This is an optimization exercise on Yosys and OpenROAD, whose aim is small area, a short achievable clock period and few clock cycles per item, not a production implementation. Function was checked by simulation only, so behaviour that the tests miss may differ from the original. Power is estimated from default activity; no workload was simulated.

==> flow/design.v <==
package alu_pkg;
  localparam int OP_BITS = 12;
  localparam int OP_ADD = 0;
  localparam int OP_SUB = 1;
  localparam int OP_MUL = 2;
  localparam int OP_DIV = 3;
  localparam int OP_SHR = 4;
  localparam int OP_SHL = 5;
  localparam int OP_ROR = 6;
  localparam int OP_ROL = 7;
  localparam int OP_AND = 8;
  localparam int OP_OR  = 9;
  localparam int OP_NEG = 10;
  localparam int OP_NOT = 11;
  function automatic logic onehot_ok(input logic [OP_BITS-1:0] c);
    onehot_ok = (c != '0) && ((c & (c - 12'd1)) == '0);
  endfunction
endpackage
module bit_len31 (
  input  logic [30:0] y,
  output logic [5:0]  len
);
  always_comb begin
    len = 6'd0;
    for (int i = 0; i < 31; i++)
      if (y[i]) len = 6'(i + 1);
  end
endmodule
module multicycle_alu #(
  parameter int WIDTH         = 32,
  parameter bit SIGNED_MULDIV = 1'b1
) (
  input  logic               clk,
  input  logic               clr,
  input  logic               start,
  input  logic [alu_pkg::OP_BITS-1:0] CONTROL,
  input  logic [WIDTH-1:0]   A,
  input  logic [WIDTH-1:0]   B,
  output logic [WIDTH-1:0]   ZLO,
  output logic [WIDTH-1:0]   ZHI,
  output logic               busy,
  output logic               done,
  output logic               div_by_zero,
  output logic               illegal_op
);
  localparam logic [2:0] S_IDLE  = 3'd0;
  localparam logic [2:0] S_MUL   = 3'd1;
  localparam logic [2:0] S_DABS  = 3'd3;
  localparam logic [2:0] S_DNORM = 3'd4;
  localparam logic [2:0] S_DIV   = 3'd5;
  localparam logic [2:0] S_FIXQ  = 3'd6;
  localparam logic [2:0] S_FIXR  = 3'd7;
  logic [2:0]  state;
  logic [31:0] a_q, b_q;
  logic [11:0] op_q;
  logic        legal_q;
  logic        pend;
  logic [5:0]  cnt;
  logic        nq, nr;
  logic        seen;
  logic        xs_a, xs_na, xs_hi, xs_sh, xs_nhi, xs_nlo;
  logic        c_one, c_two, c_neg, c_cin;
  logic        c_dbl, c_ff;    
  logic [3:0]  zrem_q;         
  logic        acc;
  logic        legal_in, mul_in, div_in, neg_amt, b_zero;
  logic        dz_q;
  logic [5:0]  k_in;
  logic [5:0]  lena, lenb;
  assign acc = start && !busy;
  always_comb begin
    legal_in = alu_pkg::onehot_ok(CONTROL);
    mul_in   = legal_in && CONTROL[alu_pkg::OP_MUL];
    b_zero   = (B == '0);
    div_in   = legal_in && CONTROL[alu_pkg::OP_DIV] && !b_zero && (k_in != 6'd0);
    neg_amt  = CONTROL[alu_pkg::OP_ROL] || CONTROL[alu_pkg::OP_SHL];
  end
  logic        swap;
  logic [31:0] mplier;
  logic [5:0]  mlen_in;
  always_comb begin
    swap    = CONTROL[alu_pkg::OP_MUL] && (lenb < lena);
    mplier  = swap ? B : A;
    mlen_in = swap ? lenb : lena;
  end
  bit_len31 u_lena (.y(A[30:0] ^ {31{A[31]}}), .len(lena));
  bit_len31 u_lenb (.y(B[30:0] ^ {31{B[31]}}), .len(lenb));
  logic [6:0] k_raw;
  logic [5:0] k;
  always_comb begin
    k_raw  = {1'b0, lena} + {6'd0, A[31]} + 7'd1 - {1'b0, lenb};
    if (k_raw[6])             k_in = 6'd0;
    else if (k_raw[5:0] > 32) k_in = 6'd32;
    else                      k_in = k_raw[5:0];
    k = cnt;
  end
  logic [4:0]  rot_amt;
  logic [5:0]  thr;
  logic [31:0] rot, tmask, rlo, rhi;
  always_comb begin
    if (state == S_DNORM) begin
      rot_amt = k[4:0];
      thr     = k;
    end else begin
      rot_amt = b_q[4:0];
      thr     = (op_q[alu_pkg::OP_SHL] && b_q[4:0] == 5'd0) ? 6'd32 : {1'b0, b_q[4:0]};
    end
    rot = a_q;
    if (rot_amt[0]) rot = {rot[0],    rot[31:1]};
    if (rot_amt[1]) rot = {rot[1:0],  rot[31:2]};
    if (rot_amt[2]) rot = {rot[3:0],  rot[31:4]};
    if (rot_amt[3]) rot = {rot[7:0],  rot[31:8]};
    if (rot_amt[4]) rot = {rot[15:0], rot[31:16]};
    for (int j = 0; j < 32; j++) tmask[j] = (thr <= 6'(31 - j));
    rlo = rot & tmask;
    rhi = rot & ~tmask;
  end
  logic [33:0] e_x, e_y, sum, bext;
  logic [31:0] hi_sh;
  logic        ok;
  always_comb begin
    bext  = {{2{b_q[31]}}, b_q};
    hi_sh = {ZHI[30:0], ZLO[31]};
    e_x   = ({34{xs_a}}   & {2'b00, a_q})
          | ({34{xs_na}}  & ~{2'b00, a_q})
          | ({34{xs_hi}}  & {{2{ZHI[31]}}, ZHI})
          | ({34{xs_sh}}  & {2'b00, hi_sh})
          | ({34{xs_nhi}} & ~{2'b00, ZHI})
          | ({34{xs_nlo}} & ~{2'b00, ZLO});
    e_y   = (({34{c_one}} & bext) | ({34{c_two}} & {bext[32:0], 1'b0})) ^ {34{c_neg}};
    sum   = e_x + e_y + {33'd0, c_cin};
    ok    = !sum[33];
  end
  logic        big;
  always_comb big = |b_q[31:5];
  logic [2:0] nstate;
  logic       fin;        
  logic       pre_fin;    
  logic [5:0] rem_n;      
  logic [4:0] nb;         
  logic       nd_one, nd_two, nd_neg, nd_dbl, nd_ff, nd_tail;
  always_comb begin
    nstate   = state;
    fin      = 1'b0;
    pre_fin  = 1'b0;
    rem_n   = cnt - (c_ff ? 6'd4 : (c_dbl ? 6'd2 : 6'd1));
    nd_tail = (rem_n <= {2'b00, zrem_q});
    nb      = c_dbl ? a_q[7:3] : a_q[5:1];
    nd_one  = !nd_tail && (nb[1] ^ nb[0]);
    nd_two  = !nd_tail && ((nb[2] & !nb[1] & !nb[0]) | (!nb[2] & nb[1] & nb[0]));
    nd_neg  = !nd_tail && nb[2];
    nd_ff   = nd_tail && (rem_n >= 6'd4);
    nd_dbl  = !nd_ff && (rem_n >= 6'd2) &&
              (nd_tail || ((nb[4] == nb[3]) && (nb[3] == nb[2])));
    case (state)
      S_MUL: begin
        if (rem_n == 6'd0) begin nstate = S_IDLE; fin = 1'b1; end
        pre_fin = (rem_n == 6'd1) || (rem_n == 6'd2 && nd_dbl) ||
                  (rem_n == 6'd4 && nd_ff);
      end
      S_DABS: nstate = S_DNORM;
      S_DNORM: begin
        if (k == 6'd0) begin
          if (nq)      nstate = S_FIXQ;
          else if (nr) nstate = S_FIXR;
          else begin nstate = S_IDLE; fin = 1'b1; end
          pre_fin = nq ^ nr;
        end else begin
          nstate  = S_DIV;
          pre_fin = (k == 6'd1) && !nq && !nr;
        end
      end
      S_DIV: begin
        if (cnt == 6'd1) begin
          if (nq)      nstate = S_FIXQ;
          else if (nr) nstate = S_FIXR;
          else begin nstate = S_IDLE; fin = 1'b1; end
          pre_fin = nq ^ nr;
        end else begin
          pre_fin = (cnt == 6'd2) && !nq && !nr;
        end
      end
      S_FIXQ: begin
        if (nr) nstate = S_FIXR;
        else begin nstate = S_IDLE; fin = 1'b1; end
        pre_fin = nr;
      end
      S_FIXR: begin nstate = S_IDLE; fin = 1'b1; end
      default: ;
    endcase
  end
  logic        pl, in_mul, in_dbl, in_ff;
  logic        z_sum, z_and, z_or, z_rlo, z_rhi, z_rot, z_ones, z_m1, z_m2, z_ff, z_div;
  logic        h_a, h_m1, h_m2, h_ff, h_rlo, h_sum, h_sh;
  logic        zlo_en, zhi_en;
  logic [31:0] zlo_n, zhi_n;
  always_comb begin
    pl     = pend && legal_q;
    in_mul = (state == S_MUL);
    in_ff  = in_mul && c_ff;
    in_dbl = in_mul && !c_ff && c_dbl;
    z_sum  = (pl && !op_q[alu_pkg::OP_AND] && !op_q[alu_pkg::OP_OR] && !op_q[alu_pkg::OP_SHR] &&
              !op_q[alu_pkg::OP_SHL] && !op_q[alu_pkg::OP_ROR] && !op_q[alu_pkg::OP_ROL] &&
              !op_q[alu_pkg::OP_DIV]) ||
             (pend && !legal_q && !seen) || (state == S_FIXQ);
    z_and  = pl && op_q[alu_pkg::OP_AND];
    z_or   = pl && op_q[alu_pkg::OP_OR];
    z_rlo  = pl && op_q[alu_pkg::OP_SHR] && !big;
    z_rhi  = (pl && op_q[alu_pkg::OP_SHL] && !big) || (state == S_DNORM);
    z_rot  = pl && (op_q[alu_pkg::OP_ROR] || op_q[alu_pkg::OP_ROL]);
    z_ones = pl && op_q[alu_pkg::OP_DIV] && dz_q;
    z_m1   = in_mul && !c_ff && !c_dbl;
    z_m2   = in_dbl;
    z_ff   = in_ff;
    z_div  = (state == S_DIV);
    zlo_en = pl || (pend && !seen) || in_mul || (state == S_DNORM) || z_div || (state == S_FIXQ);
    zlo_n  = ({32{z_sum}}  & sum[31:0])
           | ({32{z_and}}  & (a_q & b_q))
           | ({32{z_or}}   & (a_q | b_q))
           | ({32{z_rlo}}  & rlo)
           | ({32{z_rhi}}  & rhi)
           | ({32{z_rot}}  & rot)
           | ({32{z_ones}})
           | ({32{z_m1}}   & {sum[1:0], ZLO[31:2]})
           | ({32{z_m2}}   & {sum[3:0], ZLO[31:4]})
           | ({32{z_ff}}   & {ZHI[7:0], ZLO[31:8]})
           | ({32{z_div}}  & {ZLO[30:0], ok});
    h_a    = pl && op_q[alu_pkg::OP_DIV];
    h_m1   = z_m1;
    h_m2   = z_m2;
    h_ff   = z_ff;
    h_rlo  = (state == S_DNORM);
    h_sum  = (z_div && ok) || (state == S_FIXR);
    h_sh   = z_div && !ok;
    zhi_en = pl || (pend && !seen) || in_mul || (state == S_DNORM) || z_div || (state == S_FIXR);
    zhi_n  = ({32{h_a}}   & a_q)
           | ({32{h_m1}}  & sum[33:2])
           | ({32{h_m2}}  & {{2{sum[33]}}, sum[33:4]})
           | ({32{h_ff}}  & {{8{ZHI[31]}}, ZHI[31:8]})
           | ({32{h_rlo}} & rlo)
           | ({32{h_sum}} & sum[31:0])
           | ({32{h_sh}}  & hi_sh);
  end
  always_ff @(posedge clk) begin
    if (clr) begin
      state       <= S_IDLE;
      pend        <= 1'b0;
      busy        <= 1'b0;
      done        <= 1'b0;
      seen        <= 1'b0;
      div_by_zero <= 1'b0;
      illegal_op  <= 1'b0;
    end else begin
      state <= nstate;
      done  <= fin;
      if (fin || pend) seen <= 1'b1;
      if (pre_fin || fin) busy <= 1'b0;
      if (fin) begin
        div_by_zero <= 1'b0;
        illegal_op  <= 1'b0;
      end
      if (pend) begin
        done <= 1'b1;
        if (!legal_q) begin
          illegal_op  <= 1'b1;
          div_by_zero <= 1'b0;
        end else if (op_q[alu_pkg::OP_DIV]) begin
          div_by_zero <= dz_q;
          illegal_op  <= 1'b0;
        end else begin
          div_by_zero <= 1'b0;
          illegal_op  <= 1'b0;
        end
      end
      if (zlo_en) ZLO <= zlo_n;
      if (zhi_en) ZHI <= zhi_n;
      pend <= acc && !mul_in && !div_in;
      if (acc) begin
        state <= mul_in ? S_MUL : (div_in ? (A[31] ? S_DABS : S_DNORM) : S_IDLE);
        busy  <= mul_in || div_in;
      end
    end
  end
  always_ff @(posedge clk) begin
    op_q    <= CONTROL;
    legal_q <= legal_in;
    if (!busy) begin
      a_q    <= mplier;
      b_q    <= swap ? A : {B[31:5], neg_amt ? 5'd0 - B[4:0] : B[4:0]};
      dz_q   <= b_zero;
      nq     <= A[31] ^ B[31];
      nr     <= A[31];
    end else if (state == S_DABS) begin
      a_q <= sum[31:0];
    end else begin
      if (c_dbl) a_q <= {4'd0, a_q[31:4]};
      else       a_q <= {2'd0, a_q[31:2]};
    end
    if (!busy) begin
      cnt    <= CONTROL[alu_pkg::OP_MUL] ? 6'd16 : k_in;
      zrem_q <= 4'(6'd16 - ((mlen_in + 6'd2) >> 1));
    end else case (state)
      S_MUL:   cnt <= rem_n;
      S_DIV:   cnt <= cnt - 6'd1;
      default: ;
    endcase
    xs_a <= 1'b0; xs_na <= 1'b0; xs_hi <= 1'b0; xs_sh <= 1'b0;
    xs_nhi <= 1'b0; xs_nlo <= 1'b0;
    c_one <= 1'b0; c_two <= 1'b0; c_neg <= 1'b0; c_cin <= 1'b0;
    c_dbl <= 1'b0; c_ff <= 1'b0;
    if (!busy) begin
      if (!legal_in) begin
      end else if (CONTROL[alu_pkg::OP_MUL]) begin
        c_one <= mplier[0];
        c_two <= mplier[1] & !mplier[0];
        c_neg <= mplier[1];
        c_cin <= mplier[1];
        c_dbl <= (mplier[3] == mplier[2]) && (mplier[2] == mplier[1]);
      end else if (CONTROL[alu_pkg::OP_NEG] || CONTROL[alu_pkg::OP_DIV]) begin
        xs_na <= 1'b1;
        c_cin <= 1'b1;
      end else if (CONTROL[alu_pkg::OP_NOT]) begin
        xs_na <= 1'b1;
      end else begin
        xs_a  <= 1'b1;
        c_one <= 1'b1;
        c_neg <= CONTROL[alu_pkg::OP_SUB];
        c_cin <= CONTROL[alu_pkg::OP_SUB];
      end
    end else begin
      case (nstate)
        S_MUL: begin
          xs_hi <= 1'b1;
          c_one <= nd_one;
          c_two <= nd_two;
          c_neg <= nd_neg;
          c_cin <= nd_neg;
          c_dbl <= nd_dbl;
          c_ff  <= nd_ff;
        end
        S_DIV: begin
          xs_sh <= 1'b1;
          c_one <= 1'b1;
          c_neg <= !b_q[31];
          c_cin <= !b_q[31];
        end
        S_FIXQ: begin
          xs_nlo <= 1'b1;
          c_cin  <= 1'b1;
        end
        S_FIXR: begin
          xs_nhi <= 1'b1;
          c_cin  <= 1'b1;
        end
        default: ;
      endcase
    end
  end
endmodule
==> flow/flow/run.sh <==
#!/bin/bash
# The standard ORFS layout (the standard.sh, standard synthesis included),
# with one change: the port buffers are buf_1 cells instead of the larger
# delay buffers buffer_ports picks by default. Every port still gets its own
# buffer. make's full output goes to run_standard.log in this folder.
set -euo pipefail
bash standard.sh finish \
  "BUFFER_PORTS_ARGS=-buffer_cell sky130_fd_sc_hd__buf_1" \
  > run_standard.log 2>&1
==> flow/standard.sh <==
#!/bin/bash
# synth_recipe.tcl (not shown) runs the flow's synth.tcl, then flattens the netlist and writes it again
# the make line also repeats each setting of config.mk as NAME=value (left out here)
make -C /OpenROAD-flow-scripts/flow DESIGN_CONFIG=/design/flow/config.mk WORK_HOME=/design/flow/orfs CLKGATE_MAP_FILE= SYNTH_SCRIPT=/design/flow/synth_recipe.tcl "${@:-finish}"
==> flow/config.mk <==
export PLATFORM = sky130hd
export DESIGN_NAME = multicycle_alu
export DESIGN_NICKNAME = multicycle_alu
export VERILOG_FILES = /design/flow/design.v
export SDC_FILE = /design/flow/constraint.sdc
export NUM_CORES = 4
export LEC_CHECK = 0
export ABC_AREA = 1
export CAP_MARGIN = 20
export CORE_MARGIN = 2
export CORE_UTILIZATION = 50
export SETUP_SLACK_MARGIN = 0.2
export SLEW_MARGIN = 20
==> flow/constraint.sdc <==
create_clock -name core_clock -period 5.5 [get_ports {clk}]
set_input_delay 1.1000 -clock core_clock [delete_from_list [all_inputs] [get_ports {clk}]]
set_output_delay 1.1000 -clock core_clock [all_outputs]
set_load 0.01 [all_outputs]
==> summary.md, run 1 <==
| Metric | Value |
|---|---|
| Status | finished clean |
| DRC violations left | 0 |
| Synth Area in Simple Gates | 22.6% |
| Total gr overflow | 0 |
| Worst Skew | 0.0181 ns |
| Synth Flop Type | edfxtp_1 |
| Routability cong. | 1.11 |
| Via count of the routed design | about 23000 |
| Max Used Layer | met5 |
| Max-cap violations | 0 |
| Post-DP HPWL | approximately 73000 microns |
| Cells after synthesis | roughly 2800 |
| Die ar. | 38000 sq um |
| Multi-input gate area | 11900 sq um |
| Max_slew headroom | between 10% and 20% |
| Cell area after layout | 20700 sq um |
| CP max stage cell | fa_2 |
| Largest net degree at the start of global routing | 81 |
| RSZ-0062 raised after global routing | yes |
| Adder-cell share of the synthesized area | around 4.8% |
| Fill cells | 3546 |
| Post-Place Worst Slack | -0.413 ns |
| Root Driver | clkbuf_16 |
| Iter 0 DRT Violations | 3928 |
| CP endpoint kind | register |
| Met2 wire len | between 30000 and 40000 microns |
| Clk latency of the worst-skew pair | 0.49 ns |
| Share of layout cells above drive strength 1 | ~8.4% |
| Post-DP Area | 19800 sq um |
| Worst vdd ir | 0.241 mV |
| Avg Inst Size Synth | 6.54 sq um |
| # port buffers | approximately 150 |
| FP Rows | just under 70 |
| Vias in the first global route | ~21000 |
| Core Area | approximately 36000 sq um |
| Area growth from synthesis to layout | 13.7% |
| Overall Global Routing Usage | 47.9% |
| Finish-stage setup viols | 0 |
| Synth Area in XOR/XNOR | 6.30% |
| Synth warnings | 2 |
| I/O Pins | between 100 and 150 |
| Worst slew pin tran | 1.26 ns |
| Total routed wirelength | around 94000 microns |
| Post-synth EDFFs | between 100 and 150 |
| Post-synth top cells | 610 x nand2_1, 362 x inv_1, 361 x o21ai_0 |
| Die H | 195 microns |
| Crit path launch type | input port |
| Min Tclk post-route | approximately 5.2 ns |
| Cts bufs inserted | 17 |
| Kind of critical path | input port to register |
| DR vias/cell | just under 7 |
| Final worst slack | ~0.28 ns |
| Antenna violations before repair | 3 |
| Met1 WL | 33000 microns |
| Critical path peak fanout | 6 |
| Synthesis-stage register bit count | 170 |
| Final Hold Vio Count | 0 |
| Worst-path clk slew | ~0.090 ns |
| Seq/Total Area, Yosys | 24.7% |
| CTS H-tree lvls | 4 |
| Required @ worst endpoint | around 5.9 ns |
| Most used cell, CP | nand2_1 |
| Main combinational cell family by area after synthesis | compound AO/OA/AOI/OAI gates |
| WP buf/inv | 3 |
| Post-CTS Hold Buffers | 0 |
| Peak Freq | 0.192 GHz |
| Pwr dens | ~270 nW/um^2 |
| DR WL met3 | 14900 microns |
| CTS sink cnt | 170 |
| Deepest clock path buffer count | 2 |
| Fin cells | 3411 |
| Average wire per standard cell | 27.5 microns |
| Chip width | 195 microns |
| Max Slew Vio Count | 0 |
| First-pass GRT wire length | 135000 microns |
| CP arrival | around 5.6 ns |
| Dpl cells | roughly 3400 |
| CP peak stage delay | about 0.40 ns |
| Post-synth ARST share | 0% |
| Reg area | 4500 sq um |
| Post-route ant nets | 0 |
| Mapped Nets | 2930 |
| Compound-Gate Fraction of Synth Area | 30.4% |
| Most common cell in the netlist | nand2_1 |
| CTS tree | yes |
| Largest area contributor in the netlist | edfxtp_1 |
| Leak | 9.03 nW |
| Multiplexer area fraction after synthesis | 0% |
| Initial Util | 51.0% |
| TritonRoute pass-1 iters | 10 |
| Top post-synthesis cells by area | edfxtp_1 18%, nand2_1 13%, o21ai_0 9.9% |
| Synth top area share | 18.0% |
| Worst Hold Class | register to register |
| # nets final | ~3100 |
| Setup TNS | 0 ns |
| Tcrit/Tclk final | 94.9% |
| Kind of cell adding the most delay to the critical path | simple AND/OR/NAND/NOR gates |
| Cell area after synthesis | 18200 sq um |
| Post-synth cell types | just over 60 |
worst register-to-register path: cells and delay by family (launching register included):
| kind | cells | cell delay, ns |
|---|---|---|
| compound gates | 15 | 2.59 |
| simple gates | 7 | 0.62 |
| fa+ha+maj | 1 | 0.40 |
| flops | 1 | 0.39 |
| buf+inv | 4 | 0.84 |
kinds of logic after synthesis:
kind of cell,after synthesis
simple gates,1000
compound gates,890
buf+inv,528
flops,170
xor+xnor,131
fa+ha+maj,66
metal layers:
layer | track usage, % | up-vias
li1 | - | 10027
met1 | 58.4 | 10520
met2 | 70.8 | 2123
met3 | 18.4 | 557
met4 | 30.5 | 2
met5 | 0 | -
placed cells by master, fill, tap and decap left out, types with 29 or more instances in the layout:
cell type and instances:
ha_1 59, nand3_1 72, o2111ai_1 33, o21ai_0 359, xor2_1 57, edfxtp_1 109, o221ai_1 76, dfxtp_1 58
nand2_1 606, inv_1 360, nor2_1 197, a21oi_1 132, a221oi_1 55, buf_4 134, a211oi_1 29, nor3_1 37
o22ai_1 83, buf_1 140, xnor2_1 70
repair_timing:
item / in CTS / in global routing
cloned: 0 / 0
resized for setup: 6 / 56
setup buffers: 1 / 3
pin swaps: 1 / 14
endpoints found under the setup margin: 4 / 44
where the power goes:
group          switching, mW  internal, mW
Sequential             0.236          1.50
Clock                  0.713         0.645
Combinational           1.79         0.676
worst paths after layout:
check | slack, ns | to | cells past startpoint | startpoint
max reg2reg | 0.36 | ZHI[20] | 27 | xs_hi
min | 0.48 | illegal_op | 2 | illegal_op
min reg2reg | 0.48 | illegal_op | 2 | illegal_op
max | 0.28 | busy | 45 | A[31]
metrics by stage:
stage / util (%) / hold slack, ns / power (mW)
detailed placement: 55.4 / 0.466 / 4.04
global placement: 55.4 / 0.459 / 3.99
CTS: 57.3 / 0.479 / 5.38
floorplan: - / 0.455 / 3.05
global route: 58.0 / 0.500 / 5.79
finish: 58.0 / 0.480 / 5.57
cell type report:
cell class / count / share of cell area (%)
flip-flops and latches: 170 / 21.7
clock buffers: 17 / 2.05
clock inverters: 15 / 1.07
diodes: 2 / 0.0242
multi-input cells: 2087 / 57.4
well taps: 461 / 2.78
repair buffers: 284 / 8.07
inverters: 375 / 6.85
flip-flops by register name, indices dropped and copies added (netlist names), 3 cells and up:
| signal | flops |
|---|---|
| zrem_q | 4 |
| a_q | 32 |
| ZHI | 32 |
| state | 3 |
| b_q | 32 |
| ZLO | 32 |
| op_q | 7 |
| cnt | 6 |
Testbench counts, summed over its fixed seeds: cycles 39,530, ops 8,000.
==> inputs of run 2 (changes only) <==
--- a/flow/config.mk
+++ b/flow/config.mk
@@ -8,6 +8,6 @@
 export ABC_AREA = 1
 export CAP_MARGIN = 20
 export CORE_MARGIN = 2
-export CORE_UTILIZATION = 50
+export CORE_UTILIZATION = 40
 export SETUP_SLACK_MARGIN = 0.2
 export SLEW_MARGIN = 20
==> summary.md, run 2 <==
| Metric | Value |
|---|---|
| Post-DP HPWL | 85400 microns (+18%) |
| DRC violations left | 0 (unchanged) |
| Total routed wirelength | 108000 microns (+15%) |
| DR WL met3 | 14600 microns (-1.7%) |
| Crit path launch type | input port |
| Leak | 9.25 nW (+2.4%) |
| Deepest clock path buffer count | 2 (unchanged) |
| Post-synth EDFFs | 109 (unchanged) |
| Area growth from synthesis to layout | 16.5% |
| Clk latency of the worst-skew pair | 0.52 ns (+0.03 ns) |
| Kind of critical path | input port to register |
| Largest net degree at the start of global routing | 74 (-8.6%) |
| CP endpoint | state[2] |
| Worst-path clk slew | 0.09 ns (about the same) |
| WP buf/inv | 10 (+7) |
| Synth Flop Type | edfxtp_1 |
| Total gr overflow | 0 (unchanged) |
| CP max stage cell | ha_1 |
| I/O Pins | 147 (unchanged) |
| Min Tclk post-route | 5.13 ns (-0.0875 ns) |
| Most common cell in the netlist | nand2_1 |
| Post-synth top cells | 610 x nand2_1, 362 x inv_1, 361 x o21ai_0 |
| Synth top area share | 18.0% (unchanged) |
| PnR Total Power | 5.65 mW (+1.6%) |
| Antenna violations before repair | 5 (+2) |
| Met1 WL | 42800 microns (+30%) |
| Share of layout cells above drive strength 1 | 9.93% (+1.5 points) |
| Required @ worst endpoint | 5.87 ns (+0.02 ns) |
| Met2 wire len | 43300 microns (+13%) |
| Reg2reg start | ZHI[2] |
| # port buffers | 146 (unchanged) |
| Final Hold Vio Count | 0 (unchanged) |
| CP peak stage delay | 0.36 ns (-0.04 ns) |
| Routability cong. | 1.12 (+0.54%) |
| Post-route ant nets | 0 (unchanged) |
| Initial Util | 40.3% (-11 points) |
| CTS tree | yes |
| RSZ-0062 raised after global routing | yes |
| Crit. path cell count | 27 (-40%) |
| CP Launch Point | A[31] |
| Status | finished clean |
| Via count of the routed design | 23403 (+0.75%) |
| Synth warnings | 2 (unchanged) |
| Iter 0 DRT Violations | 3643 (-7.3%) |
| Cell area after synthesis | 18200 sq um (unchanged) |
| # nets final | 3133 (+1.7%) |
| Setup TNS | 0 ns (unchanged) |
| Worst slew pin tran | 1.31 ns (+0.0476 ns) |
| CTS H-tree lvls | 4 (unchanged) |
| Average wire per standard cell | 30.0 microns (+9.1%) |
| Overall Global Routing Usage | 44.7% (-3.3 points) |
| Largest area contributor in the netlist | edfxtp_1 |
| Top post-synthesis cells by area | edfxtp_1 18%, nand2_1 13%, o21ai_0 9.9% |
| Post-CTS Hold Buffers | 0 (unchanged) |
| Critical path peak fanout | 6 (unchanged) |
| R2r setup slk | 0.39 ns (+0.03 ns) |
| Cells after synthesis | 2785 (unchanged) |
| Max Used Layer | met5 |
| CTS sink cnt | 170 (unchanged) |
| Worst Skew | 0.0248 ns (+0.00665 ns) |
| Kind of cell adding the most delay to the critical path | compound AO/OA/AOI/OAI gates |
| Worst r2r path cells | 26 (-3.7%) |
| CP endpoint kind | register |
| TritonRoute pass-1 iters | 7 (-3) |
| Finish-stage setup viols | 0 (unchanged) |
| Pwr dens | 266 nW/um^2 (-0.86%) |
| Mapped Nets | 2930 (unchanged) |
| Seq/Total Area, Yosys | 24.7% (unchanged) |
| Max-cap violations | 0 (unchanged) |
| Die H | 217 microns (+12%) |
| Chip width | 217 microns (+12%) |
| Post-Place Worst Slack | -0.411 ns (+0.00190 ns) |
| Hold slack | 0.463 ns (-0.0176 ns) |
| Tcrit/Tclk final | 93.3% (-1.6 points) |
| DR vias/cell | 6.50 (-4.6%) |
| FP Rows | 78 (+13%) |
| RR Endpoint | ZHI[8] |
| Peak Freq | 0.195 GHz (+1.7%) |
| First-pass GRT wire length | 151000 microns (+11%) |
| Commonest cells after routing, fill and taps aside | 606 x nand2_1, 360 x o21ai_0, 358 x inv_1, 198 x nor2_1, 183 x buf_4 |
| Worst vdd ir | 0.200 mV (-17%) |
| Max_slew headroom | 12.2% (-1.8 points) |
| Avg Inst Size Synth | 6.54 sq um (unchanged) |
| Die ar. | 47300 sq um (+24%) |
| Most common cell after layout, fill and taps aside | nand2_1 |
| Post-synth ARST share | 0% (unchanged) |
| CP arrival | 5.50 ns (-0.06 ns) |
| Root Driver | clkbuf_16 |
| Final worst slack | 0.371 ns (+0.0875 ns) |
| Post-synth cell types | 61 (unchanged) |
| Core Area | 45200 sq um (+26%) |
| Cts bufs inserted | 17 (unchanged) |
| Max Slew Vio Count | 0 (unchanged) |
| Vias in the first global route | 21339 (-0.13%) |
| Worst Hold Class | register to register |
| Synthesis-stage register bit count | 170 (unchanged) |
[run 2: cell counts after synthesis]
Identical to the previous run, type by type.
[run 2: logic make-up (layout without fill, tap and decap cells)]
kind of cell    Yosys count  after routing  share of synthesized area (%)
other cells               0              2                              0
buf+inv                 528            744                           11.3
simple gates           1000           1000                           22.6
xor+xnor                131            131                           6.30
compound gates          890            890                           30.4
fa+ha+maj                66             66                           4.78
flops                   170            170                           24.7
[run 2: worst min-delay path by stage]
stage                from         end  slack [ns]  depth (start not counted)
2_1_floorplan        seen        seen        0.46                          2
3_3_place_gp   illegal_op  illegal_op        0.45                          2
3_5_place_dp   illegal_op  illegal_op        0.46                          2
4_1_cts        illegal_op  illegal_op        0.47                          2
5_1_grt        illegal_op  illegal_op        0.48                          2
6_report       illegal_op  illegal_op        0.46                          2
[run 2: final cells by class]
class	instances	area, sq um
clock buffer	17	425
antenna	2	5.00
timing repair buffer	337	2100
inverter	375	1410
fill	4711	24000
sequential	170	4500
clock inverter	15	171
multi-input combinational	2087	11900
tap	600	751
[run 2: power breakdown]
part | total (mW) | switching (mW) | internal [mW] | leakage (nW)
logic | 2.62 | 1.90 | 0.719 | 7.35
registers | 1.74 | 0.233 | 1.50 | 1.61
clock network | 1.30 | 0.683 | 0.613 | 0.289
[run 2: repair_timing]
item | 4_1_cts | 5_1_grt
endpoints found under the setup margin | 9 | 42
gates cloned | 0 | 1
gates resized for setup | 6 | 40
pin swaps | 2 | 10
buffers inserted | 0 | 7
[run 2: metrics by stage]
step           util (%)  cells  cell area, sq um
3_5_place_dp       45.1   3561             20400
6_report           47.0   3603             21200
2_1_floorplan         -   2785             18200
5_1_grt            47.0   3601             21200
3_3_place_gp       45.1   3561             20400
4_1_cts            46.4   3593             21000
[run 2: tightest hold or removal path, cell delays in order (launching register included)]
cell and delay, ns:
dfxtp_1 0.31, nand2_1 0.06, a21oi_1 0.05
[run 2: routing by layer]
layer | global-route usage (%) | up-vias
li1 | - | 10141
met1 | 59.4 | 10986
met2 | 63.6 | 1880
met3 | 14.0 | 394
met4 | 25.0 | 2
met5 | 0 | -
==> inputs of run 3 (changes only) <==
--- a/flow/config.mk
+++ b/flow/config.mk
@@ -8,6 +8,6 @@
 export ABC_AREA = 1
 export CAP_MARGIN = 20
 export CORE_MARGIN = 2
-export CORE_UTILIZATION = 40
+export CORE_UTILIZATION = 45
 export SETUP_SLACK_MARGIN = 0.2
 export SLEW_MARGIN = 20
==> summary.md, run 3 <==
| Metric | Value |
|---|---|
| Via count of the routed design | 23338 (-0.28%) |
| Synthesis-stage register bit count | 170 (unchanged) |
| Total routed wirelength | 100000 microns (-6.9%) |
| Top post-synthesis cells by area | edfxtp_1 18%, nand2_1 13%, o21ai_0 9.9% |
| Synth warnings | 2 (unchanged) |
| Root Driver | clkbuf_16 |
| Tcrit/Tclk final | 95.5% (+2.2 points) |
| First-pass GRT wire length | 143000 microns (-5.5%) |
| Clk latency of the worst-skew pair | 0.48 ns (-0.04 ns) |
| Area growth from synthesis to layout | 15.6% |
| Worst-path clk slew | 0.08 ns (about the same) |
| Antenna violations before repair | 5 (unchanged) |
| I/O Pins | 147 (unchanged) |
| Share of layout cells above drive strength 1 | 9.68% (-0.25 points) |
| Post-Place Worst Slack | -0.313 ns (+0.0982 ns) |
| Max_slew headroom | 15.0% (+2.8 points) |
| Average wire per standard cell | 28.6 microns (-4.6%) |
| Worst slew pin tran | 1.24 ns (-0.0621 ns) |
| Seq/Total Area, Yosys | 24.7% (unchanged) |
| Setup TNS | 0 ns (unchanged) |
| Vias in the first global route | 21423 (+0.39%) |
| Leak | 9.18 nW (-0.69%) |
| Initial Util | 45.7% (+5.4 points) |
| Post-synth cell types | 61 (unchanged) |
| # port buffers | 146 (unchanged) |
| # nets final | 3119 (-0.45%) |
| Crit path launch type | register |
| CP endpoint kind | register |
| Status | finished clean |
| Final Hold Vio Count | 0 (unchanged) |
| Cts bufs inserted | 17 (unchanged) |
| Worst Skew | 0.0159 ns (-0.00893 ns) |
| CP arrival | 5.45 ns (-0.05 ns) |
| CTS H-tree lvls | 4 (unchanged) |
| Post-CTS Hold Buffers | 0 (unchanged) |
| Avg Inst Size Synth | 6.54 sq um (unchanged) |
| Largest net degree at the start of global routing | 73 (-1.4%) |
| Cell area after synthesis | 18200 sq um (unchanged) |
| FP Rows | 73 (-6.4%) |
| Post-DP HPWL | 78700 microns (-7.8%) |
| Required @ worst endpoint | 5.70 ns (-0.17 ns) |
| Min Tclk post-route | 5.25 ns (+0.123 ns) |
| Post-synth top cells | 610 x nand2_1, 362 x inv_1, 361 x o21ai_0 |
| Most common cell in the netlist | nand2_1 |
| RSZ-0062 raised after global routing | yes |
| Worst vdd ir | 0.225 mV (+13%) |
| Iter 0 DRT Violations | 3900 (+7.1%) |
| Cells after synthesis | 2785 (unchanged) |
| Synth top area share | 18.0% (unchanged) |
| Worst Hold Class | register to register |
| Post-synth ARST share | 0% (unchanged) |
| DRC violations left | 0 (unchanged) |
| Max-cap violations | 0 (unchanged) |
| TritonRoute pass-1 iters | 8 (+1) |
| CTS sink cnt | 170 (unchanged) |
| Peak Freq | 0.190 GHz (-2.3%) |
| DR vias/cell | 6.64 (+2.2%) |
| Die H | 205 microns (-5.6%) |
| Deepest clock path buffer count | 2 (unchanged) |
| Pwr dens | 261 nW/um^2 (-1.9%) |
| CTS tree | yes |
| Final worst slack | 0.248 ns (-0.123 ns) |
| Critical path peak fanout | 10 (+4) |
| Largest area contributor in the netlist | edfxtp_1 |
| Max Slew Vio Count | 0 (unchanged) |
| Total gr overflow | 0 (unchanged) |
| Die ar. | 42100 sq um (-11%) |
| Core Area | 39800 sq um (-12%) |
| Kind of critical path | register to register |
| Most common cell after layout, fill and taps aside | nand2_1 |
| Overall Global Routing Usage | 46.7% (+2.1 points) |
| Finish-stage setup viols | 0 (unchanged) |
| Post-route ant nets | 0 (unchanged) |
| Post-synth EDFFs | 109 (unchanged) |
| Routability cong. | 1.10 (-1.9%) |
| Synth Flop Type | edfxtp_1 |
| Chip width | 205 microns (-5.6%) |
| Commonest cells after routing, fill and taps aside | 606 x nand2_1, 360 x inv_1, 351 x o21ai_0, 197 x nor2_1, 169 x buf_4 |
| Mapped Nets | 2930 (unchanged) |
run 3: cell counts after synthesis:
Identical to the previous run, type by type.
run 3: stage by stage:
step | area [sq um] | hold WS [ns] | util [%] | cells | power, mW
after floorplan | 18200 | 0.455 | - | 2785 | 3.05
after global placement | 20100 | 0.452 | 50.4 | 3460 | 4.04
after detailed placement | 20100 | 0.466 | 50.4 | 3460 | 4.08
after CTS | 20700 | 0.478 | 52.0 | 3495 | 5.33
after global routing | 21100 | 0.490 | 52.9 | 3512 | 5.73
final | 21100 | 0.477 | 52.9 | 3515 | 5.51
run 3: cell type report:
class	count	area, sq um
antenna	3	7.51
clock buffer	18	429
clock inverter	14	151
fill	4101	18800
inverter	375	1410
multi-input combinational	2087	11900
sequential	170	4500
tap	525	657
timing repair buffer	323	1980
run 3: logic make-up (layout without fill, tap and decap cells):
kind of cell             count (synthesis)  count (layout)  share of synthesized area, %
AND/OR/NAND/NOR                       1000            1000                          22.6
AO/OA/AOI/OAI                          890             890                          30.4
buffers and inverters                  528             730                          11.3
flip-flops                             170             170                          24.7
XOR/XNOR                               131             131                          6.30
adder cells (fa/ha/maj)                 66              66                          4.78
other                                    0               3                             0
run 3: worst paths after layout:
kind | slack, ns | startpoint | depth (start not counted) | end
max | 0.25 | xs_na | 27 | ZHI[8]
min | 0.48 | div_by_zero | 2 | div_by_zero
max reg2reg | 0.25 | xs_na | 27 | ZHI[8]
min reg2reg | 0.48 | div_by_zero | 2 | div_by_zero
run 3: power breakdown:
| part | switching, mW | total (mW) | internal (mW) |
|---|---|---|---|
| clock network | 0.621 | 1.27 | 0.646 |
| registers | 0.232 | 1.74 | 1.50 |
| logic | 1.83 | 2.50 | 0.673 |
| total | 2.68 | 5.51 | 2.82 |
run 3: worst max-delay path: stages, from the launching register on:
cell      delay (ns)
dfxtp_1         0.32
inv_2           0.15
buf_4           0.14
buf_4           0.19
o21ai_0         0.09
a221oi_1        0.21
o221ai_1        0.24
ha_1            0.43
a21oi_1         0.20
inv_1           0.06
a31oi_1         0.16
nand2_2         0.11
a21oi_2         0.21
o21ai_1         0.09
buf_4           0.17
a21boi_4        0.27
o21bai_4        0.11
a21oi_4         0.20
o21ai_2         0.11
a21oi_2         0.19
o21ai_1         0.09
nand2_1         0.08
nand3_1         0.12
o21ai_4         0.15
o21ai_4         0.21
buf_6           0.21
a221oi_2        0.26
o21ai_0         0.17
run 3: timing repair:
item                       in CTS  in global routing
gates cloned                    0                  0
buffers inserted                3                 17
resized for setup               6                 71
setup endpoints to repair      21                 47
pin swaps                       2                 17
run 3: layer usage:
metal / share of wire, % / routed length [microns] / GRT usage, % / up-vias
met2: 40 / 40500 / 67.9 / 1938
li1: - / - / - / 10106
met4: 8.0 / 8010 / 30.1 / 4
met5: 0.070 / 70 / 0 / -
met1: 37 / 37300 / 58.7 / 10812
met3: 15 / 14600 / 16.3 / 478
==> inputs of run 4 (changes only) <==
--- a/flow/design.v
+++ b/flow/design.v
@@ -58,7 +58,7 @@
   logic [5:0]  cnt;
   logic        nq, nr;
   logic        seen;
-  logic        xs_a, xs_na, xs_hi, xs_sh, xs_nhi, xs_nlo;
+  logic        xs_a, xs_hi, xs_sh, xs_lo, x_inv;   
   logic        c_one, c_two, c_neg, c_cin;
   logic        c_dbl, c_ff;    
   logic [3:0]  zrem_q;         
@@ -121,12 +121,10 @@
   always_comb begin
     bext  = {{2{b_q[31]}}, b_q};
     hi_sh = {ZHI[30:0], ZLO[31]};
-    e_x   = ({34{xs_a}}   & {2'b00, a_q})
-          | ({34{xs_na}}  & ~{2'b00, a_q})
-          | ({34{xs_hi}}  & {{2{ZHI[31]}}, ZHI})
-          | ({34{xs_sh}}  & {2'b00, hi_sh})
-          | ({34{xs_nhi}} & ~{2'b00, ZHI})
-          | ({34{xs_nlo}} & ~{2'b00, ZLO});
+    e_x   = (({34{xs_a}}  & {2'b00, a_q})
+           | ({34{xs_hi}} & {{2{ZHI[31]}}, ZHI})
+           | ({34{xs_sh}} & {2'b00, hi_sh})
+           | ({34{xs_lo}} & {2'b00, ZLO})) ^ {34{x_inv}};
     e_y   = (({34{c_one}} & bext) | ({34{c_two}} & {bext[32:0], 1'b0})) ^ {34{c_neg}};
     sum   = e_x + e_y + {33'd0, c_cin};
     ok    = !sum[33];
@@ -304,8 +302,7 @@
       S_DIV:   cnt <= cnt - 6'd1;
       default: ;
     endcase
-    xs_a <= 1'b0; xs_na <= 1'b0; xs_hi <= 1'b0; xs_sh <= 1'b0;
-    xs_nhi <= 1'b0; xs_nlo <= 1'b0;
+    xs_a <= 1'b0; xs_hi <= 1'b0; xs_sh <= 1'b0; xs_lo <= 1'b0; x_inv <= 1'b0;
     c_one <= 1'b0; c_two <= 1'b0; c_neg <= 1'b0; c_cin <= 1'b0;
     c_dbl <= 1'b0; c_ff <= 1'b0;
     if (!busy) begin
@@ -317,10 +314,12 @@
         c_cin <= mplier[1];
         c_dbl <= (mplier[3] == mplier[2]) && (mplier[2] == mplier[1]);
       end else if (CONTROL[alu_pkg::OP_NEG] || CONTROL[alu_pkg::OP_DIV]) begin
-        xs_na <= 1'b1;
+        xs_a  <= 1'b1;
+        x_inv <= 1'b1;
         c_cin <= 1'b1;
       end else if (CONTROL[alu_pkg::OP_NOT]) begin
-        xs_na <= 1'b1;
+        xs_a  <= 1'b1;
+        x_inv <= 1'b1;
       end else begin
         xs_a  <= 1'b1;
         c_one <= 1'b1;
@@ -345,11 +344,13 @@
           c_cin <= !b_q[31];
         end
         S_FIXQ: begin
-          xs_nlo <= 1'b1;
+          xs_lo  <= 1'b1;
+          x_inv  <= 1'b1;
           c_cin  <= 1'b1;
         end
         S_FIXR: begin
-          xs_nhi <= 1'b1;
+          xs_hi  <= 1'b1;
+          x_inv  <= 1'b1;
           c_cin  <= 1'b1;
         end
         default: ;
--- a/flow/config.mk
+++ b/flow/config.mk
@@ -8,6 +8,5 @@
 export ABC_AREA = 1
 export CAP_MARGIN = 20
 export CORE_MARGIN = 2
-export CORE_UTILIZATION = 45
-export SETUP_SLACK_MARGIN = 0.2
+export CORE_UTILIZATION = 40
 export SLEW_MARGIN = 20
==> summary.md, run 4 <==
| Metric | Value |
|---|---|
| Status | finished clean |
| CTS H-tree lvls | 4 (unchanged) |
| Top post-synthesis cells by area | edfxtp_1 18%, nand2_1 12%, o21ai_0 8.4% |
| Total gr overflow | 0 (unchanged) |
| First-pass GRT wire length | 147000 microns (+3.1%) |
| Cell area after synthesis | 18100 sq um (-0.61%) |
| Required @ worst endpoint | 5.73 ns (+0.03 ns) |
| Most common cell after layout, fill and taps aside | nand2_1 |
| Dpl cells | 3545 (+2.5%) |
| Critical path peak fanout | 4 (-6) |
| Core Area | 44400 sq um (+12%) |
| Worst Skew | 0.0171 ns (+0.00118 ns) |
| Hold slack | 0.474 ns (-0.00308 ns) |
| Initial Util | 40.8% (-5.0 points) |
| Seq/Total Area, Yosys | 24.7% (+0.041 points) |
| Mapped Nets | 2876 (-1.8%) |
| DRC violations left | 0 (unchanged) |
| Post-synth cell types | 66 (+8.2%) |
| # nets final | 3116 (-0.096%) |
| Worst Hold Class | register to register |
| Post-synth ARST share | 0% (unchanged) |
| Kind of critical path | register to register |
| Leak | 9.28 nW (+1.0%) |
| Root Driver | clkbuf_16 |
| Post-synth top cells | 561 x nand2_1, 364 x inv_1, 304 x o21ai_0 |
| Commonest cells after routing, fill and taps aside | 561 x nand2_1, 362 x inv_1, 301 x o21ai_0, 214 x buf_4, 188 x nor2_1 |
| Post-route ant nets | 0 (unchanged) |
| Die H | 217 microns (+5.6%) |
| Post-Place Worst Slack | -0.331 ns (-0.0187 ns) |
| # port buffers | 146 (unchanged) |
| Avg Inst Size Synth | 6.63 sq um (+1.3%) |
| Deepest clock path buffer count | 2 (unchanged) |
| Average wire per standard cell | 28.8 microns (+0.87%) |
| I/O Pins | 147 (unchanged) |
| Vias in the first global route | 20966 (-2.1%) |
| Final worst slack | 0.154 ns (-0.0934 ns) |
| Share of layout cells above drive strength 1 | 10.8% (+1.1 points) |
| Synth top area share | 18.1% (+0.11 points) |
| Overall Global Routing Usage | 43.3% (-3.4 points) |
| Routability cong. | 1.09 (-1.1%) |
| Finish-stage setup viols | 0 (unchanged) |
| Post-synth EDFFs | 109 (unchanged) |
| FP Rows | 77 (+5.5%) |
| Max_slew headroom | 26.6% (+12 points) |
| Max Slew Vio Count | 0 (unchanged) |
| Largest area contributor in the netlist | edfxtp_1 |
| Post-DP HPWL | 82800 microns (+5.2%) |
| Worst vdd ir | 0.163 mV (-27%) |
| Max-cap violations | 0 (unchanged) |
| Fin cells | 3578 (+1.8%) |
| Synthesis-stage register bit count | 169 (-0.59%) |
| Crit path launch type | register |
| DR vias/cell | 6.33 (-4.7%) |
| CP endpoint kind | register |
| Worst slew pin tran | 1.09 ns (-0.149 ns) |
| Pwr dens | 263 nW/um^2 (+0.80%) |
| Iter 0 DRT Violations | 3386 (-13%) |
| Min Tclk post-route | 5.35 ns (+0.0934 ns) |
| Largest net degree at the start of global routing | 75 (+2.7%) |
| Final Hold Vio Count | 0 (unchanged) |
| Most common cell in the netlist | nand2_1 |
| TritonRoute pass-1 iters | 6 (-2) |
| Via count of the routed design | 22647 (-3.0%) |
| Die ar. | 47000 sq um (+12%) |
| CTS tree | yes |
| Total routed wirelength | 103000 microns (+2.7%) |
| Fill cells | 4768 (+16%) |
| Tcrit/Tclk final | 97.2% (+1.7 points) |
| CP arrival | 5.57 ns (+0.12 ns) |
| Clk latency of the worst-skew pair | 0.52 ns (+0.04 ns) |
| Cts bufs inserted | 17 (unchanged) |
| Worst-path clk slew | 0.08 ns (about the same) |
| Peak Freq | 0.187 GHz (-1.7%) |
| Antenna violations before repair | 0 (-5) |
| CTS sink cnt | 169 (-0.59%) |
| Area growth from synthesis to layout | 17.4% |
| Chip width | 217 microns (+5.6%) |
| Synth warnings | 2 (unchanged) |
| Synth Flop Type | edfxtp_1 |
| Cells after synthesis | 2732 (-1.9%) |
| Post-CTS Hold Buffers | 0 (unchanged) |
[run 4: cell count changes in the layout (fill, tap and decap cells not counted), sizes merged, moves of 11 or more]
| cell | delta |
|---|---|
| o2111ai | -11 |
| nor4 | +11 |
| buf | +42 |
| a21oi | -17 |
| xor2 | +31 |
| nand2 | -47 |
| o21ai | -17 |
| nor3 | +14 |
| o22ai | +45 |
| nand3 | -22 |
| o221ai | -30 |
[run 4: through the flow]
stage,area [sq um],util [%],setup TNS [ns],total power [mW]
after floorplan,18100,-,0,3.01
after global placement,20500,46.2,-0.857,4.18
after detailed placement,20500,46.2,-1.32,4.18
after CTS,21100,47.5,0,5.42
after global routing,21300,47.9,-0.00416,5.82
final,21300,47.9,0,5.60
[run 4: critical path, stage by stage, from the launching register on]
cell and delay [ns]:
edfxtp_1 0.53, a221oi_1 0.35, buf_4 0.16, xor2_1 0.19, fa_1 0.22, inv_1 0.07, fa_1 0.39, a21o_1 0.19
a21oi_2 0.18, o21ai_1 0.12, nand3_1 0.08, nand2_1 0.08, nand3_1 0.07, nand2_1 0.12, nand2_1 0.14, a21oi_1 0.10
buf_4 0.15, nor2_1 0.12, o21ai_0 0.12, buf_4 0.17, buf_4 0.12, xnor2_1 0.63, o22ai_1 0.16, a221oi_1 0.39
o2111ai_1 0.19
[run 4: timing repair]
item / 4_1_cts / 5_1_grt
setup endpoints to repair: 0 / 12
resized for setup: 0 / 36
setup buffers: 0 / 0
[run 4: per-layer routing]
layer	share of wire [%]	up-vias	global-route usage [%]
li1	-	10000	-
met2	39	1731	59.9
met1	41	10637	59.5
met5	0	-	0
met4	5.8	0	22.0
met3	14	279	14.5
[run 4: final cells by class]
cell class | instances | area, sq um | area share [%]
Tap cell | 592 | 741 | 3.48
Multi-Input combinational cell | 2038 | 11700 | 55.2
Inverter | 379 | 1420 | 6.69
Sequential cell | 169 | 4480 | 21.1
Antenna cell | 1 | 2.50 | 0.0118
Timing Repair Buffer | 367 | 2300 | 10.8
Clock buffer | 20 | 468 | 2.20
Clock inverter | 12 | 104 | 0.488
[run 4: power breakdown]
group          internal, mW  switching (mW)  total, mW
clock network         0.629           0.623       1.25
registers              1.49           0.217       1.71
logic                 0.782            1.86       2.64
total                  2.90            2.70       5.60
[run 4: logic make-up (layout without fill, tap and decap cells)]
kind of cell	Yosys count	count (layout)	share of synthesized area, %
compound gates	863	863	29.3
xor+xnor	165	165	7.98
fa+ha+maj	65	65	4.74
buf+inv	525	778	11.5
flops	169	169	24.7
mux	5	5	0.276
other cells	0	1	0
simple gates	940	940	21.5
[run 4: final timing paths]
kind | start | to | slack, ns | depth (start not counted)
setup / recovery | ZLO[31] | ZHI[18] | 0.15 | 24
hold / removal | illegal_op | illegal_op | 0.47 | 2
setup reg to reg | ZLO[31] | ZHI[18] | 0.15 | 24
hold reg to reg | illegal_op | illegal_op | 0.47 | 2
Testbench counts of run 4, summed over its fixed seeds: cycles 39,530, ops 8,000.
==> inputs of run 5 (changes only) <==
--- a/flow/config.mk
+++ b/flow/config.mk
@@ -9,4 +9,5 @@
 export CAP_MARGIN = 20
 export CORE_MARGIN = 2
 export CORE_UTILIZATION = 40
+export SETUP_SLACK_MARGIN = 0.3
 export SLEW_MARGIN = 20
==> summary.md, run 5 <==
| Metric | Value |
|---|---|
| Worst r2r path cells | 24 (unchanged) |
| Area growth from synthesis to layout | 18.4% |
| Synth Flop Type | edfxtp_1 |
| Tcrit/Tclk final | 92.3% (-4.9 points) |
| Leak | 9.39 nW (+1.2%) |
| Deepest clock path buffer count | 2 (unchanged) |
| Cell area after layout | 21400 sq um (+0.82%) |
| Avg Inst Size Synth | 6.63 sq um (unchanged) |
| # nets final | 3134 (+0.58%) |
| Hold slack | 0.477 ns (+0.00313 ns) |
| Most common cell after layout, fill and taps aside | nand2_1 |
| Worst-path clk slew | 0.07 ns (about the same) |
| Vias in the first global route | 21392 (+2.0%) |
| Die ar. | 47000 sq um (unchanged) |
| Most common cell in the netlist | nand2_1 |
| RR Endpoint | ZHI[15] |
| CP endpoint kind | register |
| Worst Skew | 0.0276 ns (+0.0105 ns) |
| Status | finished clean |
| R2r setup slk | 0.43 ns (+0.27 ns) |
| TritonRoute pass-1 iters | 6 (unchanged) |
| CTS H-tree lvls | 4 (unchanged) |
| RSZ-0062 raised after global routing | yes |
| Average wire per standard cell | 29.0 microns (+0.72%) |
| Setup TNS | 0 ns (unchanged) |
| Initial Util | 40.8% (unchanged) |
| # port buffers | 146 (unchanged) |
| Synth top area share | 18.1% (unchanged) |
| Seq/Total Area, Yosys | 24.7% (unchanged) |
| Core Area | 44400 sq um (unchanged) |
| Max_slew headroom | 23.2% (-3.3 points) |
| Reg2reg start | xs_a |
| Mapped Nets | 2876 (unchanged) |
| CP Launch Point | xs_a |
| CTS tree | yes |
| Cell area after synthesis | 18100 sq um (unchanged) |
| CP endpoint | ZHI[15] |
| PnR Total Power | 5.70 mW (+1.8%) |
| Worst Hold Class | register to register |
| Overall Global Routing Usage | 43.7% (+0.40 points) |
| Max-cap violations | 0 (unchanged) |
| Largest net degree at the start of global routing | 76 (+1.3%) |
| Total routed wirelength | 104000 microns (+1.2%) |
| Top post-synthesis cells by area | edfxtp_1 18%, nand2_1 12%, o21ai_0 8.4% |
| Max Slew Vio Count | 0 (unchanged) |
| Post-synth EDFFs | 109 (unchanged) |
| Cts bufs inserted | 17 (unchanged) |
| Post-DP Area | 20600 sq um (+0.44%) |
| First-pass GRT wire length | 148000 microns (+0.90%) |
| Post-synth cell types | 66 (unchanged) |
| HP Start | div_by_zero |
| I/O Pins | 147 (unchanged) |
| Critical path peak fanout | 17 (+13) |
| Synthesis-stage register bit count | 169 (unchanged) |
| Cells after synthesis | 2732 (unchanged) |
| Synth warnings | 2 (unchanged) |
| CTS sink cnt | 169 (unchanged) |
| Iter 0 DRT Violations | 3842 (+13%) |
| Min Tclk post-route | 5.07 ns (-0.271 ns) |
| Worst slew pin tran | 1.14 ns (+0.0508 ns) |
| Post-route ant nets | 0 (unchanged) |
| Clk latency of the worst-skew pair | 0.53 ns (about the same) |
| Kind of critical path | register to register |
| Via count of the routed design | 22872 (+0.99%) |
| Die H | 217 microns (unchanged) |
| Final Hold Vio Count | 0 (unchanged) |
| Required @ worst endpoint | 5.75 ns (+0.02 ns) |
| Pwr dens | 266 nW/um^2 (+0.98%) |
| Routability cong. | 1.05 (-2.9%) |
| Commonest cells after routing, fill and taps aside | 558 x nand2_1, 361 x inv_1, 301 x o21ai_0, 229 x buf_4, 187 x nor2_1 |
| Worst vdd ir | 0.286 mV (+75%) |
| Finish-stage setup viols | 0 (unchanged) |
| Post-CTS Hold Buffers | 0 (unchanged) |
| Total gr overflow | 0 (unchanged) |
| DRC violations left | 0 (unchanged) |
| Share of layout cells above drive strength 1 | 11.6% (+0.87 points) |
| DR vias/cell | 6.36 (+0.49%) |
| Post-DP HPWL | 83600 microns (+1.0%) |
| Post-synth ARST share | 0% (unchanged) |
| Crit path launch type | register |
| Post-synth top cells | 561 x nand2_1, 364 x inv_1, 304 x o21ai_0 |
| Peak Freq | 0.197 GHz (+5.3%) |
| FP Rows | 77 (unchanged) |
| Antenna violations before repair | 3 (+3) |
| Root Driver | clkbuf_16 |
| Chip width | 217 microns (unchanged) |
| CP arrival | 5.33 ns (-0.24 ns) |
| Largest area contributor in the netlist | edfxtp_1 |
## run 5: cell count changes in the layout (fill, tap and decap cells not counted), sizes merged
| cell | before | now |
|---|---|---|
| buf | 364 | 385 |
| clkbuf | 23 | 22 |
| inv | 381 | 383 |
| clkinv | 9 | 6 |
| clkinvlp | 1 | 0 |
## run 5: where the power goes
part / internal (mW) / leakage, nW / total, mW / switching (mW)
sequential: 1.49 / 1.61 / 1.70 / 0.209
combinational: 0.883 / 7.50 / 2.75 / 1.86
clock: 0.644 / 0.287 / 1.26 / 0.613
## run 5: kinds of logic after synthesis
| group | after synthesis | synth area share, % |
|---|---|---|
| AO/OA/AOI/OAI | 863 | 29.3 |
| adder cells (fa/ha/maj) | 65 | 4.74 |
| buffers and inverters | 525 | 11.5 |
| flip-flops | 169 | 24.7 |
| XOR/XNOR | 165 | 7.98 |
| AND/OR/NAND/NOR | 940 | 21.5 |
| multiplexers | 5 | 0.276 |
## run 5: routing by layer
| metal | up-vias | track usage (%) | wire length, microns | part of all wire [%] |
|---|---|---|---|---|
| met5 | - | 0 | 11 | 0.011 |
| met4 | 2 | 23.8 | 6320 | 6.1 |
| met3 | 327 | 14.3 | 14200 | 14 |
| met2 | 1688 | 61.5 | 41600 | 40 |
| met1 | 10810 | 58.8 | 42400 | 41 |
| li1 | 10045 | - | - | - |
## run 5: worst min path at each step
stage	to	slack, ns	cells past startpoint
4_1_cts	div_by_zero	0.47	2
6_report	div_by_zero	0.48	2
2_1_floorplan	seen	0.44	2
3_5_place_dp	div_by_zero	0.46	2
5_1_grt	div_by_zero	0.51	2
3_3_place_gp	div_by_zero	0.45	2
## run 5: through the flow
step | utilization [%] | std cells | setup WS (ns)
global placement | 46.4 | 3557 | -0.217
global route | 48.3 | 3595 | 0.181
detailed placement | 46.4 | 3557 | -0.296
finish | 48.3 | 3596 | 0.425
floorplan | - | 2732 | 0.301
CTS | 47.7 | 3589 | 0.303
## run 5: timing repair
item,CTS,global route
resized for setup,2,53
endpoints found under the setup margin,3,39
pin swaps,0,16
buffers inserted,0,6
## run 5: cell type report
type	instances	area, sq um
clock inverter	10	76.3
antenna	1	2.50
clock buffer	22	490
timing repair buffer	385	2460
sequential	169	4480
multi-input combinational	2038	11800
inverter	379	1420
fill	4617	23000
tap	592	741
## run 5: worst max-delay path, cell delays in order (launching register included)
cell,delay (ns)
dfxtp_1,0.34
inv_1,0.16
buf_6,0.29
o22ai_1,0.15
a221oi_1,0.29
xor2_1,0.12
ha_1,0.38
nand2_1,0.10
nand2_1,0.07
a21oi_2,0.25
o31ai_2,0.12
a21oi_2,0.24
o21ai_2,0.10
nand2_1,0.06
nand2_1,0.10
a21boi_2,0.26
o21bai_2,0.14
a21oi_2,0.22
o21ai_1,0.10
nand2_1,0.09
nand3_1,0.12
o21ai_4,0.21
o21ai_1,0.24
buf_4,0.28
a221o_1,0.35
==> inputs of run 6 (changes only) <==
--- a/flow/config.mk
+++ b/flow/config.mk
@@ -9,5 +9,5 @@
 export CAP_MARGIN = 20
 export CORE_MARGIN = 2
 export CORE_UTILIZATION = 40
-export SETUP_SLACK_MARGIN = 0.3
+export SETUP_SLACK_MARGIN = 0.6
 export SLEW_MARGIN = 20
==> summary.md, run 6 <==
| Metric | Value |
|---|---|
| HP Start | div_by_zero |
| Main combinational cell family by area after synthesis | compound AO/OA/AOI/OAI gates |
| Initial Util | 40.8% (unchanged) |
| CP max stage cell | fa_2 |
| Hold Path Depth | 2 (unchanged) |
| Worst vdd ir | 0.197 mV (-31%) |
| Commonest cells after routing, fill and taps aside | 550 x nand2_1, 357 x inv_1, 285 x o21ai_0, 186 x nor2_1, 186 x buf_4 |
| Flop pwr share | 30.6% (+0.8 points) |
| CTS sink cnt | 169 (unchanged) |
| Chip width | 217 microns (unchanged) |
| DR vias/cell | 6.37 (+0.16%) |
| CTS tree | yes |
| Synth Flop Type | edfxtp_1 |
| Via count of the routed design | 22674 (-0.87%) |
| Iter 0 DRT Violations | 3537 (-7.9%) |
| Tcrit/Tclk final | 91.2% (-1.1 points) |
| Synth top area share | 18.1% (unchanged) |
| Post-route ant nets | 0 (unchanged) |
| CTS H-tree lvls | 4 (unchanged) |
| Synth Area in Simple Gates | 21.5% (unchanged) |
| Area growth from synthesis to layout | 18.6% |
| Post-synth EDFFs | 109 (unchanged) |
| Pwr dens | 260 nW/um^2 (-2.4%) |
| Mapped Nets | 2876 (unchanged) |
| Required @ worst endpoint | 5.87 ns (+0.12 ns) |
| # nets final | 3097 (-1.2%) |
| Cells after synthesis | 2732 (unchanged) |
| Avg Inst Size Synth | 6.63 sq um (unchanged) |
| Synth warnings | 2 (unchanged) |
| Synthesis-stage register bit count | 169 (unchanged) |
| Average wire per standard cell | 28.9 microns (-0.60%) |
| Vias in the first global route | 20463 (-4.3%) |
| Peak Freq | 0.199 GHz (+1.2%) |
| Largest net degree at the start of global routing | 72 (-5.3%) |
| Die ar. | 47000 sq um (unchanged) |
| PnR Total Power | 5.57 mW (-2.3%) |
| Min Tclk post-route | 5.01 ns (-0.0611 ns) |
| CP peak stage delay | 0.39 ns (about the same) |
| Clk latency of the worst-skew pair | 0.51 ns (-0.02 ns) |
| Post-DP Area | 20200 sq um (-2.0%) |
| Kind of critical path | input port to register |
| Worst-path clk slew | 0.07 ns (about the same) |
| Kind of cell adding the most delay to the critical path | simple AND/OR/NAND/NOR gates |
| Routability cong. | 1.07 (+1.4%) |
| Multiplexer area fraction after synthesis | 0.276% (unchanged) |
| Worst slew pin tran | 1.07 ns (-0.0718 ns) |
| Most common cell after layout, fill and taps aside | nand2_1 |
| RSZ-0062 raised after global routing | yes |
| Max_slew headroom | 28.4% (+5.2 points) |
| Finish-stage setup viols | 0 (unchanged) |
| Max-cap violations | 0 (unchanged) |
| DRC violations left | 0 (unchanged) |
| Worst Skew | 0.0194 ns (-0.00817 ns) |
| Hold path endpoint | div_by_zero |
| Most used cell, CP | nand2_1 |
| Post-DP HPWL | 81700 microns (-2.3%) |
| Hold slack | 0.469 ns (-0.00824 ns) |
| Crit path launch type | input port |
| Adder-cell share of the synthesized area | 4.74% (unchanged) |
| Die H | 217 microns (unchanged) |
| Core Area | 44400 sq um (unchanged) |
| Comb pwr share | 47.0% (-1.1 points) |
| Pint | 2.86 mW (-5.1%) |
| Cell area after synthesis | 18100 sq um (unchanged) |
| WP buf/inv | 3 (unchanged) |
| Clock power share | 22.5% (+0.5 points) |
| Switching power total | 2.71 mW (+0.90%) |
| Switching part of the total | 48.6% (+1.5 points) |
| Post-synth ARST share | 0% (unchanged) |
| Worst r2r path cells | 27 (+13%) |
| CP arrival | 5.38 ns (+0.05 ns) |
| FP Rows | 77 (unchanged) |
| Cell area after layout | 21500 sq um (+0.15%) |
| Antenna violations before repair | 1 (-2) |
| Synth Area in XOR/XNOR | 7.98% (unchanged) |
| RR Endpoint | ZHI[21] |
| Compound-Gate Fraction of Synth Area | 29.3% (unchanged) |
| Critical path peak fanout | 5 (-12) |
| Most common cell in the netlist | nand2_1 |
| Seq/Total Area, Yosys | 24.7% (unchanged) |
| Total gr overflow | 0 (unchanged) |
| Overall Global Routing Usage | 42.6% (-1.1 points) |
| # port buffers | 146 (unchanged) |
| Final Hold Vio Count | 0 (unchanged) |
| I/O Pins | 147 (unchanged) |
| Root Driver | clkbuf_16 |
| Cts bufs inserted | 17 (unchanged) |
| Fin util | 48.3% (+0.073 points) |
| Status | finished clean |
| Reg2reg start | xs_hi |
| Leak | 9.31 nW (-0.91%) |
| R2r setup slk | 0.50 ns (+0.07 ns) |
| Post-synth top cells | 561 x nand2_1, 364 x inv_1, 304 x o21ai_0 |
| Largest area contributor in the netlist | edfxtp_1 |
| CP endpoint kind | register |
| Top post-synthesis cells by area | edfxtp_1 18%, nand2_1 12%, o21ai_0 8.4% |
| Share of layout cells above drive strength 1 | 11.6% (-0.057 points) |
| Fill cells | 4582 (-0.76%) |
| Total routed wirelength | 103000 microns (-1.6%) |
| Max Slew Vio Count | 0 (unchanged) |
| Deepest clock path buffer count | 2 (unchanged) |
| Post-synth cell types | 66 (unchanged) |
| Worst Hold Class | register to register |
| First-pass GRT wire length | 144000 microns (-2.9%) |
| TritonRoute pass-1 iters | 6 (unchanged) |
## run 6: cell types whose count changed in the layout (fill, tap and decap cells not counted), moves of 3 or more
cell / before / now
nand2_2: 8 / 15
clkinv_8: 0 / 4
o21ai_0: 301 / 285
o21ai_1: 58 / 71
inv_1: 361 / 357
nand2_1: 558 / 550
inv_4: 4 / 1
a21oi_4: 2 / 5
buf_6: 5 / 8
buf_4: 229 / 186
## run 6: logic make-up after synthesis
| kind of cell | count (synthesis) |
|---|---|
| xor gates and xnor gates | 165 |
| buffers and inverters | 525 |
| AOI/OAI and AO/OA | 863 |
| and+or+nand+nor | 940 |
| adders and majority gates | 65 |
| DFF | 169 |
| muxes | 5 |
## run 6: worst max-delay path by stage
stage / cells after the start / start / endpoint / slack (ns)
global placement: 43 / A[31] / busy / -0.11
detailed placement: 34 / A[31] / state[2] / -0.22
global route: 42 / A[31] / state[2] / 0.08
CTS: 25 / ZLO[31] / ZHI[26] / 0.54
finish: 44 / B[31] / state[2] / 0.49
floorplan: 42 / A[31] / state[0] / 0.55
## run 6: repair_timing
| item | CTS | global route |
|---|---|---|
| gates resized for setup | 31 | 79 |
| setup buffers | 2 | 24 |
| endpoints found under the hold margin | 0 | 0 |
| setup endpoints to repair | 39 | 49 |
| hold buffers | 0 | 0 |
| pin swaps | 7 | 27 |
| gates cloned | 1 | 2 |
## run 6: final cells by class
cell class                      count  area (sq um)  share of cell area, %
Inverter                          379          1430                   6.67
Timing Repair Buffer              348          2290                   10.6
Multi-Input combinational cell   2038         11900                   55.6
Tap cell                          592           741                   3.45
Sequential cell                   169          4480                   20.9
Antenna cell                        1          2.50                 0.0117
Clock inverter                     14           154                  0.717
Clock buffer                       18           429                   2.00
## run 6: per-layer routing
| metal | vias up | track usage [%] | share of wire, % |
|---|---|---|---|
| li1 | 9953 | - | - |
| met1 | 10694 | 57.8 | 40 |
| met2 | 1734 | 61.5 | 40 |
| met5 | - | 0 | 0 |
| met4 | 0 | 17.8 | 5.5 |
| met3 | 293 | 14.5 | 14 |
## run 6: power by group through the flow
stage               registers [mW]  clock network [mW]  logic (mW)
floorplan                     1.61                   0        1.40
global placement              1.71                   0        2.43
detailed placement            1.71                   0        2.44
CTS                           1.68                1.25        2.46
global route                  1.70                1.30        2.78
finish                        1.70                1.25        2.62
## run 6: through the flow
step / instances / setup TNS, ns / setup WS, ns
6_report: 3559 / 0 / 0.486
5_1_grt: 3558 / 0 / 0.0830
4_1_cts: 3532 / 0 / 0.539
3_5_place_dp: 3497 / -0.782 / -0.216
3_3_place_gp: 3497 / -0.275 / -0.111
2_1_floorplan: 2732 / 0 / 0.550
## run 6: worst min-delay path: cells and delay by family (launching register included)
kind             cells  cell delay, ns
AO/OA/AOI/OAI        1            0.05
flip-flops           1            0.32
AND/OR/NAND/NOR      1            0.06

## what the ideal ports hide
The flow's constraints put no driver on any port. The routed layouts listed below were extracted and timed again, unchanged, in two steps.
Step 1, drivers: a clkbuf_16 drives clk and a buf_2 each remaining input, both assumed.
Step 2, shift: input delay + t, output delay - t, t = (earliest + latest rising clock arrival at the registers) / 2. This alone moves slack from input paths to output paths.
Three values: no drivers, after step 1, after step 2; two values: the first two.
| run | shift t [ns] | setup slack, ns | worst setup path at the end | worst slew at a driven data input, ns | pins driven straight from the clock port |
|---|---|---|---|---|---|
| run 1 | 0.538 | 0.283 / 0.297 / -0.241 | input to register | 0.06 | 1 |
| run 2 | 0.569 | 0.371 / 0.363 / -0.205 | input to register | 0.10 | 1 |
| run 3 | 0.529 | 0.248 / 0.248 / -0.179 | input to register | 0.13 | 1 |
| run 4 | 0.567 | 0.154 / 0.154 / -0.127 | input to register | 0.04 | 1 |
| run 5 | 0.575 | 0.425 / 0.425 / -0.049 | input to register | 0.06 | 1 |
| run 6 | 0.562 | 0.486 / 0.477 / -0.085 | input to register | 0.08 | 1 |
Met with ideal ports but missed after step 2: setup timing in every run listed. The setup slack of run 2, which loses most, moves by -0.008 ns with the drivers and by -0.576 ns with both steps.
